Background: an optimization exercise with open tools, aiming at small area and a short achievable clock period. Do not read the settings as production practice. In this exercise RTL edits were held to simulation tests only and were not proved equivalent to the original. Power figures rest on the tool's default switching activity, not on a simulated workload.

### run.sh
#!/bin/bash
# synth_recipe.tcl (not shown) runs the flow's synth.tcl, then flattens the netlist and writes it again
# the make line also repeats each setting of config.mk as NAME=value (left out here)
make -C /OpenROAD-flow-scripts/flow DESIGN_CONFIG=/design/flow/config.mk WORK_HOME=/design/flow/orfs CLKGATE_MAP_FILE= SYNTH_SCRIPT=/design/flow/synth_recipe.tcl finish
### constraint.sdc
create_clock -name core_clock -period 11.0 [get_ports {clk}]
set_input_delay 2.2000 -clock core_clock [delete_from_list [all_inputs] [get_ports {clk}]]
set_output_delay 2.2000 -clock core_clock [all_outputs]
set_load 0.01 [all_outputs]
### config.mk
export PLATFORM = sky130hd
export DESIGN_NAME = fused_mult_top
export DESIGN_NICKNAME = fused_mult_top
export VERILOG_FILES = /design/flow/design.v
export SDC_FILE = /design/flow/constraint.sdc
export NUM_CORES = 4
export LEC_CHECK = 0
export CAP_MARGIN = 20
export CORE_MARGIN = 2
export CORE_UTILIZATION = 40
export PLACE_DENSITY = 0.6
export SLEW_MARGIN = 20
### design.v
`default_nettype none
package fused_mult_pkg;
	typedef logic [54-1:0] operand_t;
	typedef logic [9-1:0] slice_t;
	typedef logic [18-1:0] slice_prod_t;
	typedef logic [45-1:0] result_t;
	typedef logic [1:0] mode_t;
endpackage
`default_nettype wire
`default_nettype none
module operand_distributor (
	input  fused_mult_pkg::operand_t a,
	input  fused_mult_pkg::operand_t b,
	input  logic                     a_sign,
	input  logic                     b_sign,
	input  fused_mult_pkg::mode_t    mode,
	output fused_mult_pkg::slice_t   [6-1:0] a_slice,
	output fused_mult_pkg::slice_t   [6-1:0] b_slice,
	output logic   [6-1:0] a_slice_sign,
	output logic   [6-1:0] b_slice_sign
);
	localparam int A_PARTS = 3;
	localparam int B_PARTS = 2;
	logic wide_mode;
	assign wide_mode = (mode == 2'd0);
	always_comb begin
		for (int k = 0; k < 6; k++) begin
			if (wide_mode) begin
				a_slice[k] = a[9*(k % A_PARTS) +: 9];
				b_slice[k] = b[9*(k / A_PARTS) +: 9];
				a_slice_sign[k] = a_sign && ((k % A_PARTS) == (A_PARTS - 1));
				b_slice_sign[k] = b_sign && ((k / A_PARTS) == (B_PARTS - 1));
			end else begin
				a_slice[k] = a[9*k +: 9];
				b_slice[k] = b[9*k +: 9];
				a_slice_sign[k] = a_sign;
				b_slice_sign[k] = b_sign;
			end
		end
	end
endmodule
`default_nettype wire
`default_nettype none
module slice_mult (
	input  logic                        clk,
	input  logic                        reset,
	input  fused_mult_pkg::slice_t      a_slice,
	input  fused_mult_pkg::slice_t      b_slice,
	input  logic                        a_sign,
	input  logic                        b_sign,
	input  fused_mult_pkg::mode_t       mode,
	output fused_mult_pkg::slice_prod_t product
);
	localparam int LANE4_W = 4;
	localparam int LANES4  = 2;
	localparam int LANE2_W = 2;
	localparam int LANES2  = 4;
	logic signed [9:0]     a_full;
	logic signed [9:0]     b_full;
	logic signed [2*9+1:0] prod_full;
	logic signed [LANE4_W:0]     a_lane4    [LANES4];
	logic signed [LANE4_W:0]     b_lane4    [LANES4];
	logic signed [2*LANE4_W+1:0] prod_lane4 [LANES4];
	logic signed [LANE2_W:0]     a_lane2    [LANES2];
	logic signed [LANE2_W:0]     b_lane2    [LANES2];
	logic signed [2*LANE2_W+1:0] prod_lane2 [LANES2];
	logic signed [18-1:0] sum4;
	logic signed [18-1:0] sum2;
	fused_mult_pkg::slice_prod_t        product_next;
	assign a_full    = {a_sign & a_slice[9-1], a_slice};
	assign b_full    = {b_sign & b_slice[9-1], b_slice};
	assign prod_full = a_full * b_full;
	always_comb begin
		sum4 = '0;
		for (int l = 0; l < LANES4; l++) begin
			a_lane4[l] = {a_sign & a_slice[LANE4_W*l+LANE4_W-1], a_slice[LANE4_W*l +: LANE4_W]};
			b_lane4[l] = {b_sign & b_slice[LANE4_W*l+LANE4_W-1], b_slice[LANE4_W*l +: LANE4_W]};
			prod_lane4[l] = a_lane4[l] * b_lane4[l];
			sum4 = sum4 + prod_lane4[l];
		end
	end
	always_comb begin
		sum2 = '0;
		for (int l = 0; l < LANES2; l++) begin
			a_lane2[l] = {a_sign & a_slice[LANE2_W*l+LANE2_W-1], a_slice[LANE2_W*l +: LANE2_W]};
			b_lane2[l] = {b_sign & b_slice[LANE2_W*l+LANE2_W-1], b_slice[LANE2_W*l +: LANE2_W]};
			prod_lane2[l] = a_lane2[l] * b_lane2[l];
			sum2 = sum2 + prod_lane2[l];
		end
	end
	always_comb begin
		case (mode)
			2'd2: product_next = sum4;
			2'd3: product_next = sum2;
			default:       product_next = prod_full[18-1:0];
		endcase
	end
	always_ff @(posedge clk) begin
		if (reset) begin
			product <= '0;
		end else begin
			product <= product_next;
		end
	end
endmodule
`default_nettype wire
`default_nettype none
module product_reducer (
	input  logic                        clk,
	input  logic                        reset,
	input  fused_mult_pkg::slice_prod_t [6-1:0] product,
	input  fused_mult_pkg::mode_t       mode,
	input  logic                        a_sign,
	input  logic                        b_sign,
	output fused_mult_pkg::result_t     result
);
	localparam int A_PARTS = 3;
	localparam int B_PARTS = 2;
	localparam int EXT_W   = 45 - 18;
	fused_mult_pkg::mode_t   mode_q;
	logic                    a_sign_q;
	logic                    b_sign_q;
	logic                    wide_mode_q;
	logic                    slice_signed [6];
	fused_mult_pkg::result_t term_ext     [6];
	fused_mult_pkg::result_t term         [6];
	fused_mult_pkg::result_t sum;
	always_ff @(posedge clk) begin
		if (reset) begin
			mode_q   <= 2'd0;
			a_sign_q <= 1'b0;
			b_sign_q <= 1'b0;
		end else begin
			mode_q   <= mode;
			a_sign_q <= a_sign;
			b_sign_q <= b_sign;
		end
	end
	assign wide_mode_q = (mode_q == 2'd0);
	always_comb begin
		for (int k = 0; k < 6; k++) begin
			if (wide_mode_q) begin
				slice_signed[k] = (a_sign_q && ((k % A_PARTS) == (A_PARTS - 1)))
					|| (b_sign_q && ((k / A_PARTS) == (B_PARTS - 1)));
			end else begin
				slice_signed[k] = a_sign_q || b_sign_q;
			end
		end
	end
	always_comb begin
		for (int k = 0; k < 6; k++) begin
			term_ext[k] = {{EXT_W{slice_signed[k] & product[k][18-1]}},
				product[k]};
			if (wide_mode_q) begin
				term[k] = term_ext[k] << (9 * ((k % A_PARTS) + (k / A_PARTS)));
			end else begin
				term[k] = term_ext[k];
			end
		end
	end
	always_comb begin
		sum = '0;
		for (int k = 0; k < 6; k++) begin
			sum = sum + term[k];
		end
	end
	always_ff @(posedge clk) begin
		if (reset) begin
			result <= '0;
		end else begin
			result <= sum;
		end
	end
endmodule
`default_nettype wire
`default_nettype none
module fused_mult_top (
	input  logic                     clk,
	input  logic                     reset,
	input  fused_mult_pkg::operand_t a,
	input  fused_mult_pkg::operand_t b,
	input  logic                     a_sign,
	input  logic                     b_sign,
	input  fused_mult_pkg::mode_t    mode,
	output fused_mult_pkg::result_t  result
);
	fused_mult_pkg::slice_t      [6-1:0] a_slice;
	fused_mult_pkg::slice_t      [6-1:0] b_slice;
	logic        [6-1:0] a_slice_sign;
	logic        [6-1:0] b_slice_sign;
	fused_mult_pkg::slice_prod_t [6-1:0] product;
	operand_distributor u_operand_distributor (
		.a            (a),
		.b            (b),
		.a_sign       (a_sign),
		.b_sign       (b_sign),
		.mode         (mode),
		.a_slice      (a_slice),
		.b_slice      (b_slice),
		.a_slice_sign (a_slice_sign),
		.b_slice_sign (b_slice_sign)
	);
	for (genvar k = 0; k < 6; k++) begin : g_slice
		slice_mult u_slice_mult (
			.clk     (clk),
			.reset   (reset),
			.a_slice (a_slice[k]),
			.b_slice (b_slice[k]),
			.a_sign  (a_slice_sign[k]),
			.b_sign  (b_slice_sign[k]),
			.mode    (mode),
			.product (product[k])
		);
	end
	product_reducer u_product_reducer (
		.clk     (clk),
		.reset   (reset),
		.product (product),
		.mode    (mode),
		.a_sign  (a_sign),
		.b_sign  (b_sign),
		.result  (result)
	);
endmodule
`default_nettype wire
==> impl_metrics.tcl <==
set metrics [dict create \
    cts_num_sinks 157 \
    p_sw_share_pct 56.0 \
    cp.required_ps 11340 \
    reg2reg_depth 32 \
    status "timing/DRC/antenna clean" \
    peakVddDrop_uv 230 \
    timing.rr.start "u_product_reducer.mode_q[0]" \
    cts_root_buffer "clkbuf_16" \
    track_usage_pct 25.1 \
    numCtsBuffers 17 \
    worst-setup-path-type "input port to register" \
    ys_seq_area_share_pct 5.45 \
    tns_ps 0 \
    fmax_ghz 0.0944 \
    wirelength_microns 180000 \
    min-delay-path-class "register to register" \
    coreArea_sq_um 143000 \
    synthToLayoutAreaGrowth_pct 8.70 \
    htree_levels 4 \
    grt_pass1_vias 46900 \
    slowest_delay_ps 650 \
    crit_start "b[12]" \
    combPwrFrac_pct 90.3 \
    power.leakage_nw 33.2 \
    grt_pass1_wl_microns 279000 \
    p_sw_mw 9.74 \
    ys_ff_latch 157 \
    ctsLongestPathBuffers 2 \
    syn_nets 8503 \
    drive_gt1_share_pct 4.24 \
    grt_max_degree 87 \
    dieArea_sq_um 147000 \
    cp-end-kind "register" \
    fin_nets 8642 \
    ant_nets 0 \
    slowest_stage "clkdlybuf4s50_1" \
    min_period_over_period_pct 96.3 \
    cts_setup_buffers 0 \
    syn_area_per_cell_sq_um 8.84 \
    endpoint "g_slice[3].u_slice_mult.product[16]" \
    rrSetupSlack_ps 2510 \
    min_period_ps 10600 \
    timing.rr.end "u_product_reducer.result[44]" \
    cts_tree "built" \
    vias 43800 \
    tightest_slew_ps 1040 \
    path_clk_slew_ps 80 \
    cts_hold_buf 0 \
    hpwlAfterDp_microns 160000 \
    cap_viol_max_count 0 \
    rsz0062_at_grt "false" \
    skew_ps 23.0 \
    globalplace.congestion 0.963 \
    total_power_mw 17.4 \
    syn_inst 6521 \
    setup_violations 0 \
    via_per_inst 5.10 \
    p_int_mw 7.65 \
    dr.pass1.iters 6 \
    arrival_ps 10930 \
    cp_max_fo 4 \
    preCtsSetupSlack_ps -32.5 \
    drv_slew 0 \
    cpMostUsedCell "fa_1" \
    ys_async_sr_fraction_pct 0 \
    seq_power_share_pct 6.2 \
    place_area_sq_um 62100 \
    port_buffers 158 \
    yosys_warnings 12 \
    fillers 14400 \
    antenna_found_initial 7 \
    relSlewSlack_pct 30.6 \
    clkLatencyLatePin_ps 490 \
    synth_cell_type_count 84 \
    drc 0 \
    drt_iter0_drc 3300 \
    grt_overflow 0 \
    p_per_area_nw_per_um2 278 \
    final.setup.worst_slack_ps 402 \
    netlist_area_sq_um 57600 \
    rows 139 \
    holdWs_ps 854 \
    clock_power_share_pct 3.5 \
    fp.dieH_microns 384 \
    hold_violations 0 \
    stdcell_area_sq_um 62700 \
    start_util_pct 40.2 \
    start_kind "input port" \
    post_drt_wl_per_cell_microns 21.0 \
    synthFlopType "dfxtp_1" \
    fp.dieW_microns 384 \
    post_cts_resized 0 \
    io_pins 159 \
    synth-edff-count 0 \
]
## per-stage QoR
stage	std cells	util [%]
floorplan	6521	-
global placement	8544	43.3
detailed placement	8544	43.3
CTS	8575	43.7
global route	8575	43.7
finish	8576	43.7
## cell usage in the layout, fill, tap and decap left out, types with 15 or more instances in the layout
cell,n
a211oi_1,38
a21o_1,144
a21oi_1,293
a31oi_1,20
and2_1,140
and3_1,31
buf_4,150
clkbuf_16,17
clkdlybuf4s50_1,153
dfxtp_1,157
fa_1,1149
ha_1,719
inv_1,1498
mux2i_1,67
nand2_1,682
nand2b_1,71
nand3_1,59
nor2_1,382
nor2b_1,71
nor3_1,28
o21a_1,31
o21ai_0,103
o21bai_1,62
or2_2,51
or3_1,15
xnor2_1,275
xor2_1,97
## worst min path at each step
| stage | startpoint | end | slack, ps | cells past startpoint |
|---|---|---|---|---|
| 2_1_floorplan | g_slice[3].u_slice_mult.product[0] | u_product_reducer.result[0] | 660 | 3 |
| 3_3_place_gp | g_slice[3].u_slice_mult.product[0] | u_product_reducer.result[0] | 850 | 3 |
| 3_5_place_dp | g_slice[3].u_slice_mult.product[0] | u_product_reducer.result[0] | 840 | 3 |
| 4_1_cts | g_slice[3].u_slice_mult.product[0] | u_product_reducer.result[0] | 860 | 3 |
| 5_1_grt | g_slice[3].u_slice_mult.product[0] | u_product_reducer.result[0] | 910 | 3 |
| 6_report | g_slice[3].u_slice_mult.product[0] | u_product_reducer.result[0] | 850 | 3 |
## registers in the layout, summed over array words and instances, names as in the netlist
signal,cells
g_slice.u_slice_mult.product,108
u_product_reducer.mode_q,2
u_product_reducer.result,45
u_product_reducer.a_sign_q,1
u_product_reducer.b_sign_q,1
## worst max-delay path: cells and delay by family
kind / cells / cell delay (ps)
simple gates: 5 / 860
fa+ha+maj: 11 / 5120
buf+inv: 8 / 1100
compound gates: 8 / 1640
## synth_stat cells, types with 4 or more instances
| master | count | area share [%] |
|---|---|---|
| a21boi_0 | 10 | 0.13 |
| o221a_2 | 8 | 0.16 |
| or3_1 | 15 | 0.16 |
| mux2i_1 | 67 | 1.2 |
| a221oi_1 | 6 | 0.091 |
| xor2_1 | 97 | 1.5 |
| nor2_1 | 383 | 2.5 |
| clkbuf_1 | 160 | 1.0 |
| or2_2 | 51 | 0.55 |
| a21o_1 | 144 | 1.9 |
| inv_1 | 1498 | 9.8 |
| fa_1 | 1149 | 40 |
| a21oi_1 | 293 | 2.5 |
| nand2b_1 | 71 | 0.77 |
| dfxtp_1 | 157 | 5.5 |
| o21a_1 | 31 | 0.40 |
| nand4_1 | 13 | 0.14 |
| nor4_1 | 7 | 0.076 |
| o22ai_1 | 4 | 0.043 |
| buf_2 | 12 | 0.10 |
| and3_1 | 31 | 0.34 |
| o211ai_1 | 11 | 0.14 |
| ha_1 | 719 | 16 |
| nand2_1 | 682 | 4.4 |
| xnor2_1 | 275 | 4.2 |
| nand3_1 | 59 | 0.51 |
| o21ai_1 | 8 | 0.069 |
| o41ai_1 | 4 | 0.061 |
| nor2b_1 | 72 | 0.78 |
| and2_1 | 141 | 1.5 |
| o21bai_1 | 62 | 0.81 |
| nor3_1 | 28 | 0.24 |
| a211oi_1 | 38 | 0.49 |
| a21oi_2 | 8 | 0.12 |
| a31oi_1 | 20 | 0.22 |
| buf_1 | 16 | 0.10 |
| o21ai_0 | 103 | 0.89 |
## routing by layer
metal | global-route usage [%] | vias up | part of all wire [%]
met5 | 0 | - | 0.014
met4 | 9.05 | 4 | 4.1
met3 | 3.50 | 265 | 6.2
met2 | 40.6 | 1385 | 46
met1 | 34.3 | 21900 | 44
li1 | - | 20200 | -
## cells by family after synthesis
family / share of synthesized area, %
AOI/OAI and AO/OA: 8.86
xor gates and xnor gates: 5.68
adders and majority gates: 55.5
buffers and inverters: 11.1
DFF: 5.45
muxes: 1.16
and+or+nand+nor: 12.3
## cell type report
type	count	area (sq um)	area share, %
repair buffers	311	2780	4.43
diodes	1	2.50	0.00399
flip-flops and latches	157	3140	5.02
clock buffers	18	439	0.701
clock inverters	13	141	0.226
well taps	1903	2380	3.80
multi-input cells	4673	48100	76.8
inverters	1500	5630	8.98
## power groups by stage
stage / Clock [mW] / Sequential, mW / Combinational, mW
2_1_floorplan: 0 / 0.918 / 11.2
3_3_place_gp: 0 / 1.08 / 15.4
3_5_place_dp: 0 / 1.08 / 15.6
4_1_cts: 0.626 / 1.07 / 15.7
5_1_grt: 0.651 / 1.08 / 17.7
6_report: 0.611 / 1.08 / 15.7

## afterwards: timing with drivers on the ports
How much do the figures lean on ideal ports? The routed layout below was timed once more, with nothing changed but the port constraints.
Step 1 sets driving cells, clkbuf_16 on the clock port and buf_2 on the other inputs (assumed; they add their load-dependent delay and slew).
Step 2 also shifts input and output timing later by t, the mid clock arrival at the registers, as if the neighbouring blocks saw the same clock.
Slacks: ideal ports / drivers / drivers and shift; pairs: ideal ports / drivers.
t (ns): 0.542
slack for setup (ns): 0.402 / 0.439 / -0.102
hold slack, ns: 0.854 / 0.854 / 0.854
worst setup path after step 2: input to register
Met with ideal ports but missed after step 2: setup timing in this run. For this run, drivers alone change the setup slack by +0.037 ns; drivers and shift together by -0.504 ns.
